From an optimization exercise on the open Yosys and OpenROAD flow, aimed at small area, a short achievable clock period and few clock cycles per item; shortcuts taken in it are not production practice.
The RTL was checked by simulation tests, not by an equivalence proof against the original design.
No activity file was given, so power comes from the tool's default toggle rates.

--- design/flow/config.mk ---
export PLATFORM = sky130hd
export DESIGN_NAME = qrd_top
export DESIGN_NICKNAME = qrd_top
export VERILOG_FILES = /design/flow/design.v
export SDC_FILE = /design/flow/constraint.sdc
export NUM_CORES = 4
export LEC_CHECK = 0
export CAP_MARGIN = 20
export CORE_MARGIN = 2
export CORE_UTILIZATION = 40
export SLEW_MARGIN = 20
--- design/flow/constraint.sdc ---
create_clock -name core_clock -period 5.0 [get_ports {clk}]
set_input_delay 1.0000 -clock core_clock [delete_from_list [all_inputs] [get_ports {clk}]]
set_output_delay 1.0000 -clock core_clock [all_outputs]
set_load 0.01 [all_outputs]
--- design/flow/design.v ---
`default_nettype none
package qrd_pkg;
    localparam int LINE_BITS        = 512;
    localparam int LINE_OFFSET_BITS = 6;
    localparam int BYTE_ADDR_BITS   = 48;
    localparam int LINE_ADDR_BITS   = BYTE_ADDR_BITS - LINE_OFFSET_BITS;
    localparam int NUM_LANES  = 3;
    localparam int VEC_LEN    = 2;
    localparam int FLOAT_BITS = 32;
    localparam int ROW_BITS   = 3;
    localparam int COL_BITS   = 2;
    localparam int CSR_ADDR_BITS = 3;
    localparam int CSR_DATA_BITS = 64;
    localparam logic [CSR_ADDR_BITS-1:0] CSR_IN_ADDR    = 3'd0;
    localparam logic [CSR_ADDR_BITS-1:0] CSR_START      = 3'd1;
    localparam logic [CSR_ADDR_BITS-1:0] CSR_OUT_ADDR   = 3'd2;
    localparam logic [CSR_ADDR_BITS-1:0] CSR_STATUS     = 3'd3;
    localparam logic [CSR_ADDR_BITS-1:0] CSR_LANE_CLEAR = 3'd5;
    localparam int VEC_BITS = VEC_LEN * FLOAT_BITS;
    localparam int CMD_RD_COL_LSB = 0;
    localparam int CMD_RD_ROW_LSB = CMD_RD_COL_LSB + COL_BITS;
    localparam int CMD_RD_EN_BIT  = CMD_RD_ROW_LSB + ROW_BITS;
    localparam int CMD_WR_VEC_LSB = CMD_RD_EN_BIT + 1;
    localparam int CMD_WR_COL_LSB = CMD_WR_VEC_LSB + VEC_BITS;
    localparam int CMD_WR_ROW_LSB = CMD_WR_COL_LSB + COL_BITS;
    localparam int CMD_WR_EN_BIT  = CMD_WR_ROW_LSB + ROW_BITS;
    localparam int REPLY_VALID_BIT = VEC_BITS;
    localparam int LANE_CMD_BITS   = CMD_WR_EN_BIT + 1;
    localparam int LANE_REPLY_BITS = VEC_BITS + 1;
endpackage
`default_nettype wire
`timescale 1ns/1ps
`default_nettype none
import qrd_pkg::*;
module qrd_csr_regs (
    input  logic                               clk,
    input  logic                               is_reset_signal_written,
    input  logic                               csr_cyc,
    input  logic                               csr_stb,
    input  logic                               csr_we,
    input  logic [qrd_pkg::CSR_ADDR_BITS-1:0]  csr_adr,
    input  logic [qrd_pkg::CSR_DATA_BITS-1:0]  csr_dat_w,
    input  logic                               busy,
    input  logic                               done,
    input  logic [7:0]                         job_count,
    output logic                               csr_ack,
    output logic [qrd_pkg::CSR_DATA_BITS-1:0]  csr_dat_r,
    output logic [qrd_pkg::LINE_ADDR_BITS-1:0] in_line_addr,
    output logic [qrd_pkg::LINE_ADDR_BITS-1:0] out_line_addr,
    output logic                               start,
    output logic                               lane_clear
);
    logic                     access;
    logic                     wr_access;
    logic [CSR_DATA_BITS-1:0] rd_data;
    assign access    = csr_cyc && csr_stb && !csr_ack;
    assign wr_access = access && csr_we;
    always_comb begin
        case (csr_adr)
            CSR_IN_ADDR:  rd_data = CSR_DATA_BITS'({in_line_addr, {LINE_OFFSET_BITS{1'b0}}});
            CSR_OUT_ADDR: rd_data = CSR_DATA_BITS'({out_line_addr, {LINE_OFFSET_BITS{1'b0}}});
            CSR_STATUS:   rd_data = CSR_DATA_BITS'({job_count, 6'b0, done, busy});
            default:      rd_data = '0;
        endcase
    end
    always_ff @(posedge clk) begin
        if (is_reset_signal_written) begin
            csr_ack    <= 1'b0;
            start      <= 1'b0;
            lane_clear <= 1'b0;
        end else begin
            csr_ack    <= access;
            start      <= wr_access && (csr_adr == CSR_START);
            lane_clear <= wr_access && (csr_adr == CSR_LANE_CLEAR) && !busy;
        end
    end
    always_ff @(posedge clk) begin
        if (wr_access && (csr_adr == CSR_IN_ADDR)) begin
            in_line_addr <= csr_dat_w[BYTE_ADDR_BITS-1:LINE_OFFSET_BITS];
        end
        if (wr_access && (csr_adr == CSR_OUT_ADDR)) begin
            out_line_addr <= csr_dat_w[BYTE_ADDR_BITS-1:LINE_OFFSET_BITS];
        end
        if (access && !csr_we) begin
            csr_dat_r <= rd_data;
        end
    end
endmodule
`default_nettype wire
`timescale 1ns/1ps
`default_nettype none
import qrd_pkg::*;
module qrd_job_ctrl #(
    parameter int NUM_LANES = qrd_pkg::NUM_LANES
) (
    input  logic                                  clk,
    input  logic                                  is_reset_signal_written,
    input  logic                                  start,
    input  logic [qrd_pkg::LINE_ADDR_BITS-1:0]    in_line_addr,
    input  logic [qrd_pkg::LINE_ADDR_BITS-1:0]    out_line_addr,
    input  logic                                  mem_ack,
    input  logic [qrd_pkg::LINE_BITS-1:0]         mem_dat_r,
    input  logic [NUM_LANES*qrd_pkg::LANE_REPLY_BITS-1:0] lane_reply,
    output logic                                  mem_cyc,
    output logic                                  mem_stb,
    output logic                                  mem_we,
    output logic [qrd_pkg::LINE_ADDR_BITS-1:0]    mem_adr,
    output logic [qrd_pkg::LINE_BITS-1:0]         mem_dat_w,
    output logic [NUM_LANES*qrd_pkg::LANE_CMD_BITS-1:0]   lane_cmd,
    output logic                                  lane_cmd_valid,
    output logic                                  busy,
    output logic                                  done,
    output logic [7:0]                            job_count
);
    typedef enum logic [2:0] {
        ST_IDLE,
        ST_FETCH,
        ST_APPLY,
        ST_COLLECT,
        ST_STORE
    } state_t;
    state_t               state;
    logic                 bus_phase;
    logic [LINE_BITS-1:0] result_line;
    assign bus_phase = (state == ST_FETCH) || (state == ST_STORE);
    assign mem_cyc   = bus_phase;
    assign mem_stb   = bus_phase;
    assign mem_we    = (state == ST_STORE);
    assign busy      = (state != ST_IDLE);
    always_comb begin
        result_line = '0;
        for (int k = 0; k < NUM_LANES; k++) begin
            result_line[k*LANE_REPLY_BITS +: LANE_REPLY_BITS] = lane_reply[k*LANE_REPLY_BITS +: LANE_REPLY_BITS];
        end
    end
    always_ff @(posedge clk) begin
        if (is_reset_signal_written) begin
            state          <= ST_IDLE;
            lane_cmd_valid <= 1'b0;
            done           <= 1'b0;
            job_count      <= '0;
        end else begin
            lane_cmd_valid <= 1'b0;
            case (state)
                ST_IDLE: begin
                    if (start) begin
                        state <= ST_FETCH;
                        done  <= 1'b0;
                    end
                end
                ST_FETCH: begin
                    if (mem_ack) begin
                        state          <= ST_APPLY;
                        lane_cmd_valid <= 1'b1;
                    end
                end
                ST_APPLY: begin
                    state <= ST_COLLECT;
                end
                ST_COLLECT: begin
                    state <= ST_STORE;
                end
                ST_STORE: begin
                    if (mem_ack) begin
                        state     <= ST_IDLE;
                        done      <= 1'b1;
                        job_count <= job_count + 8'd1;
                    end
                end
                default: begin
                    state <= ST_IDLE;
                end
            endcase
        end
    end
    always_ff @(posedge clk) begin
        if ((state == ST_IDLE) && start) begin
            mem_adr <= in_line_addr;
        end
        if ((state == ST_FETCH) && mem_ack) begin
            for (int k = 0; k < NUM_LANES; k++) begin
                lane_cmd[k*LANE_CMD_BITS +: LANE_CMD_BITS] <= mem_dat_r[k*LANE_CMD_BITS +: LANE_CMD_BITS];
            end
        end
        if (state == ST_COLLECT) begin
            mem_adr   <= out_line_addr;
            mem_dat_w <= result_line;
        end
    end
endmodule
`default_nettype wire
`timescale 1ns/1ps
`default_nettype none
import qrd_pkg::*;
module qrd_lane_store #(
    parameter int ROW_BITS = qrd_pkg::ROW_BITS,
    parameter int COL_BITS = qrd_pkg::COL_BITS
) (
    input  logic                                  clk,
    input  logic                                  is_reset_signal_written,
    input  logic                                  lane_clear,
    input  logic                                  cmd_valid,
    input  logic [qrd_pkg::LANE_CMD_BITS-1:0]     cmd,
    output logic [qrd_pkg::LANE_REPLY_BITS-1:0]   reply
);
    localparam int ROWS    = 1 << ROW_BITS;
    localparam int COLS    = 1 << COL_BITS;
    localparam int ENTRIES = ROWS * COLS;
    logic [VEC_BITS-1:0]       store [0:ENTRIES-1];
    logic [ENTRIES-1:0]        entry_valid;
    logic [ROW_BITS-1:0]       wr_row;
    logic [COL_BITS-1:0]       wr_col;
    logic [ROW_BITS-1:0]       rd_row;
    logic [COL_BITS-1:0]       rd_col;
    logic [VEC_BITS-1:0]       wr_vec;
    logic                      do_write;
    logic                      do_read;
    logic                      rd_valid_q;
    logic [VEC_BITS-1:0]       rd_vec_q;
    assign wr_row   = cmd[CMD_WR_ROW_LSB +: ROW_BITS];
    assign wr_col   = cmd[CMD_WR_COL_LSB +: COL_BITS];
    assign rd_row   = cmd[CMD_RD_ROW_LSB +: ROW_BITS];
    assign rd_col   = cmd[CMD_RD_COL_LSB +: COL_BITS];
    assign wr_vec   = cmd[CMD_WR_VEC_LSB +: VEC_BITS];
    assign do_write = cmd_valid && cmd[CMD_WR_EN_BIT];
    assign do_read  = cmd_valid && cmd[CMD_RD_EN_BIT];
    always_ff @(posedge clk) begin
        if (is_reset_signal_written) begin
            entry_valid <= '0;
            rd_valid_q  <= 1'b0;
        end else begin
            rd_valid_q <= do_read;
            if (lane_clear) begin
                entry_valid <= '0;
            end else if (do_write) begin
                entry_valid[{wr_row, wr_col}] <= 1'b1;
            end
        end
    end
    always_ff @(posedge clk) begin
        if (do_write) begin
            store[{wr_row, wr_col}] <= wr_vec;
        end
        if (cmd_valid) begin
            rd_vec_q <= (do_read && entry_valid[{rd_row, rd_col}]) ? store[{rd_row, rd_col}] : '0;
        end
    end
    assign reply = {rd_valid_q, rd_vec_q};
endmodule
`default_nettype wire
`timescale 1ns/1ps
`default_nettype none
import qrd_pkg::*;
module qrd_top #(
    parameter int NUM_LANES = qrd_pkg::NUM_LANES,
    parameter int ROW_BITS  = qrd_pkg::ROW_BITS,
    parameter int COL_BITS  = qrd_pkg::COL_BITS
) (
    input  logic                               clk,
    input  logic                               is_reset_signal_written,
    input  logic                               csr_cyc,
    input  logic                               csr_stb,
    input  logic                               csr_we,
    input  logic [qrd_pkg::CSR_ADDR_BITS-1:0]  csr_adr,
    input  logic [qrd_pkg::CSR_DATA_BITS-1:0]  csr_dat_w,
    input  logic                               mem_ack,
    input  logic [qrd_pkg::LINE_BITS-1:0]      mem_dat_r,
    output logic                               csr_ack,
    output logic [qrd_pkg::CSR_DATA_BITS-1:0]  csr_dat_r,
    output logic                               mem_cyc,
    output logic                               mem_stb,
    output logic                               mem_we,
    output logic [qrd_pkg::LINE_ADDR_BITS-1:0] mem_adr,
    output logic [qrd_pkg::LINE_BITS-1:0]      mem_dat_w
);
    logic [LINE_ADDR_BITS-1:0]   in_line_addr;
    logic [LINE_ADDR_BITS-1:0]   out_line_addr;
    logic                        start;
    logic                        lane_clear;
    logic                        busy;
    logic                        done;
    logic [7:0]                  job_count;
    logic                        lane_cmd_valid;
    logic [NUM_LANES*LANE_CMD_BITS-1:0]   lane_cmd;
    logic [NUM_LANES*LANE_REPLY_BITS-1:0] lane_reply;
    qrd_csr_regs i_csr_regs (
        .clk                     (clk),
        .is_reset_signal_written (is_reset_signal_written),
        .csr_cyc                 (csr_cyc),
        .csr_stb                 (csr_stb),
        .csr_we                  (csr_we),
        .csr_adr                 (csr_adr),
        .csr_dat_w               (csr_dat_w),
        .busy                    (busy),
        .done                    (done),
        .job_count               (job_count),
        .csr_ack                 (csr_ack),
        .csr_dat_r               (csr_dat_r),
        .in_line_addr            (in_line_addr),
        .out_line_addr           (out_line_addr),
        .start                   (start),
        .lane_clear              (lane_clear)
    );
    qrd_job_ctrl #(
        .NUM_LANES (NUM_LANES)
    ) i_job_ctrl (
        .clk                     (clk),
        .is_reset_signal_written (is_reset_signal_written),
        .start                   (start),
        .in_line_addr            (in_line_addr),
        .out_line_addr           (out_line_addr),
        .mem_ack                 (mem_ack),
        .mem_dat_r               (mem_dat_r),
        .lane_reply              (lane_reply),
        .mem_cyc                 (mem_cyc),
        .mem_stb                 (mem_stb),
        .mem_we                  (mem_we),
        .mem_adr                 (mem_adr),
        .mem_dat_w               (mem_dat_w),
        .lane_cmd                (lane_cmd),
        .lane_cmd_valid          (lane_cmd_valid),
        .busy                    (busy),
        .done                    (done),
        .job_count               (job_count)
    );
    for (genvar k = 0; k < NUM_LANES; k++) begin : g_lane
        qrd_lane_store #(
            .ROW_BITS (ROW_BITS),
            .COL_BITS (COL_BITS)
        ) i_lane_store (
            .clk                     (clk),
            .is_reset_signal_written (is_reset_signal_written),
            .lane_clear              (lane_clear),
            .cmd_valid               (lane_cmd_valid),
            .cmd                     (lane_cmd[k*LANE_CMD_BITS +: LANE_CMD_BITS]),
            .reply                   (lane_reply[k*LANE_REPLY_BITS +: LANE_REPLY_BITS])
        );
    end
endmodule
`default_nettype wire
--- design/flow/run.sh ---
#!/bin/bash
# synth_recipe.tcl (not shown) runs the flow's synth.tcl, then flattens the netlist and writes it again
# the make line also repeats each setting of config.mk as NAME=value (left out here)
make -C /OpenROAD-flow-scripts/flow DESIGN_CONFIG=/design/flow/config.mk WORK_HOME=/design/flow/orfs CLKGATE_MAP_FILE= SYNTH_SCRIPT=/design/flow/synth_recipe.tcl finish
==> impl_results.md <==
- Clock Tree Buf Depth: 4
- Most frequent cells in the layout: 6929 x edfxtp_1, 1104 x mux2i_1, 1064 x mux4_2
- Max_cap viols: 0
- Post-Syn Area: 268700 um2
- Tcrit/Tclk final: between 70% and 80%
- Setup crit end kind: flip-flop
- Cell variety after synth: 66
- Vias in the first global route: between 100k and 150k
- Gr usage total: ~20%
- Setup Crit Path Kind: flip-flop to flip-flop
- PostCTS Resize Cnt: 0
- Starting DRT DRC Count: 14680
- Utilization after layout: a little under half
- P_leak: 99.43 nW
- Core Box Area: about 670000 um2
- Via count: 134200
- Fin. max-slew vios: 0
- FF+latch count, synth: between 7000 and 8000
- Initial antenna violation count: about 50
- Worst slack, placed: roughly 1300 ps
- DRC violations left: 0
- Peak supply drop: between 300 and 400 uV
- Worst-skew pair later-pin latency: about 1200 ps
- Final hold vios: 0
- H-tree levels: 6
- Pwr per Cell Area: approximately 380 nW/um2
- First-pass GRT wire length: approximately 1000000 um
- Fin nets: 14540
- Gr ovfl total: 0
- Number of port buffers: approximately 560
- Fmax: approximately 260 MHz
- Setup Fix Bufs, Post-CTS: 0
- Synth-to-Final Area Change: 15.35%
- Arr. time, crit path: 4530 ps
- Final WS setup: around 1200 ps
- Die Wd: 823.5 um
- Hold Path Class: flip-flop to flip-flop
- Post-DP HPWL: around 380000 um
- Commonest non-fill, non-tap cell in the layout: edfxtp_1
- Root buffer cell: clkbuf_16
- Remaining antenna violation count: 0
- Slew @ Worst Pin: around 1100 ps
- Drt wl/cell: 30.58 um
- Status: complete, no violations
- Synth warn: 3
- Placer Congestion: between 0.7 and 0.8
- Die area: between 600000 and 700000 um2
- Tmin final: roughly 3800 ps
- Hold bufs inserted after CTS: 0
- Die Ht: 823.5 um
- Largest net degree at the start of global routing: roughly 110
- Main synth FF type: edfxtp_1
- Cells after synthesis: between 10000 and 15000
- Initial DRT Pass Iterations: 6
- RSZ-0062 raised after global routing: no
- Clock transition at path regs: around 70 ps
- Fraction of layout cells with a size suffix above 1: 19.15%
- Vias per inst: about 5.7
- I/O pin count: between 1000 and 1500
- CTS Sinks: roughly 7000
- Initial Util: 40.08%
- Maximum fanout along the worst path: 64
- Startpoint Class: flip-flop
- Total routed wirelength: a little over 700000 um
- Async S/R FF share, synth: 0%
- Post-synthesis sequential area ratio: approximately 78%
- Fillers: 55680
- Final setup fails: 0
- TritonCTS Buffers: a little over 700
- CTS tree: yes
- Relative slew slack: around 25%
- Std cell rows: 301
- Syn_area_per_cell: 20.77 um2
- Worst Skew: 137.4 ps
- Req. time, crit path: approximately 5700 ps
- EDFF count, synth: between 6000 and 7000
[power breakdown]
group / switching, mW / internal (mW) / leakage, nW / total (mW)
clock: 23.0 / 29.2 / 11.1 / 52.2
sequential: 0.0403 / 63.9 / 63.6 / 64.0
combinational: 0.429 / 0.307 / 24.7 / 0.736
total: 23.5 / 93.5 / 99.4 / 117
[layer usage]
layer / track usage, % / wire (um) / part of all wire (%)
met5: 0 / 27 / 0.0038
met4: 5.647 / 21290 / 3.0
met3: 2.812 / 52640 / 7.3
met2: 33.13 / 343600 / 48
met1: 29.26 / 300800 / 42
[worst paths after layout]
path	depth (start not counted)	start	slack, ps	to
worst max-delay path	6	i_job_ctrl.lane_cmd[154]	1220	g_lane[2].i_lane_store.rd_vec_q[47]
worst min-delay path	0	g_lane[0].i_lane_store.rd_vec_q[33]	370	i_job_ctrl.mem_dat_w[33]
worst min register to register	0	g_lane[0].i_lane_store.rd_vec_q[33]	370	i_job_ctrl.mem_dat_w[33]
worst max register to register	6	i_job_ctrl.lane_cmd[154]	1220	g_lane[2].i_lane_store.rd_vec_q[47]
[cell families after synthesis]
group	Yosys count	share of synthesized area [%]
other	1	0.001396
flip-flops	7044	78.30
buffers and inverters	1085	2.311
AND/OR/NAND/NOR	1180	1.997
multiplexers	2304	13.61
XOR/XNOR	26	0.08476
adder cells (fa/ha/maj)	13	0.06054
AO/OA/AOI/OAI	1283	3.634
[state kept, by name, summed over array words and instances, names as in the netlist, 3 cells and up]
register	cells
i_job_ctrl.mem_dat_w	195
i_csr_regs.out_line_addr	42
i_csr_regs.csr_dat_r	44
i_job_ctrl.mem_adr	42
g_lane.i_lane_store.entry_valid	96
g_lane.i_lane_store.store	6144
g_lane.i_lane_store.rd_vec_q	192
i_csr_regs.in_line_addr	42
i_job_ctrl.state	3
i_job_ctrl.job_count	8
g_lane.i_lane_store.rd_valid_q	3
i_job_ctrl.lane_cmd	228
[cells in the mapped netlist, drive strengths merged, types with 4 or more instances]
library cell  instances  area, um2
ha                   13      162.7
nor3b                12      90.09
o311ai                8      70.07
dfxtp               115       2302
a221oi              300       2628
nand2b               90      563.0
nand3b               25      187.7
o21ai               103      515.5
a21oi               221       1110
edfxtp             6929     208100
nand2               189      709.4
a311o                11      110.1
nor2b                13      81.33
mux4               1065      23990
o22ai                83      519.3
or3b                  6      52.55
a22oi               148       1111
nand3                43      220.2
clkbuf              341       1280
a2111oi              40      355.3
a311oi               55      481.7
xnor2                12      105.1
or2                   4      25.02
nor3                117      590.6
xor2                 14      122.6
a22o                119       1042
mux2i              1104      11050
buf                 722       4846
and2                  7      43.80
a21o                  8      60.06
and3                 10      62.56
inv                  20      75.07
o221ai               21      183.9
mux2                135       1520
a32o                  4      40.04
a31oi                18      112.6
nor2                571       2143
nor4                 73      456.7
or3                  14      87.58
a221o               134       1341
[stage by stage]
step                power [mW]  std cells  hold slack [ps]  area [um2]  TNS, ps
finish                   116.9      23490            370.9      309900        0
global route             120.0      23480            326.9      309900        0
CTS                      117.8      23470            266.7      309700        0
detailed placement       65.98      22150            398.3      286800        0
global placement         65.98      22150            391.2      286800        0
floorplan                65.71      13270            385.5      270100  -839890
[worst max-delay path, stage by stage, from the launching register on]
cell,delay [ps]
edfxtp_1,980
buf_12,330
mux4_1,350
mux4_2,550
a21oi_4,190
buf_12,530
a21oi_1,340
[cell type report]
cell class	instances	area (um2)	share of cell area, %
Timing Repair Buffer	1006	11030	3.560
Inverter	22	105.1	0.03392
Sequential cell	7044	210400	67.89
Clock buffer	871	18750	6.051
Antenna cell	21	52.55	0.01696
Tap cell	8938	11180	3.609
Multi-Input combinational cell	5143	54240	17.50
Clock inverter	448	4145	1.338
Testbench counts, summed over its fixed seeds: cycles 31,770, jobs 2,000.

-- re-timing with driven ports --
The results above use ideal ports. As a check the final layout listed here was re-extracted and re-timed, cells and wires unchanged.
Step 1 sets driving cells, clkbuf_16 on the clock port and buf_2 on the other inputs (assumed; they add their load-dependent delay and slew).
Step 2 also shifts input and output timing later by t, the mid clock arrival at the registers, as if the neighbouring blocks saw the same clock.
Three values: no drivers, after step 1, after step 2; two values: the first two.
t (ns): 1.228
setup WS [ns]: 1.219 / 1.219 / 1.219
worst setup path at the end: register to register
After both steps this run still meets setup and hold. For this run, drivers alone change the setup slack by 0.000 ns; drivers and shift together by 0.000 ns.
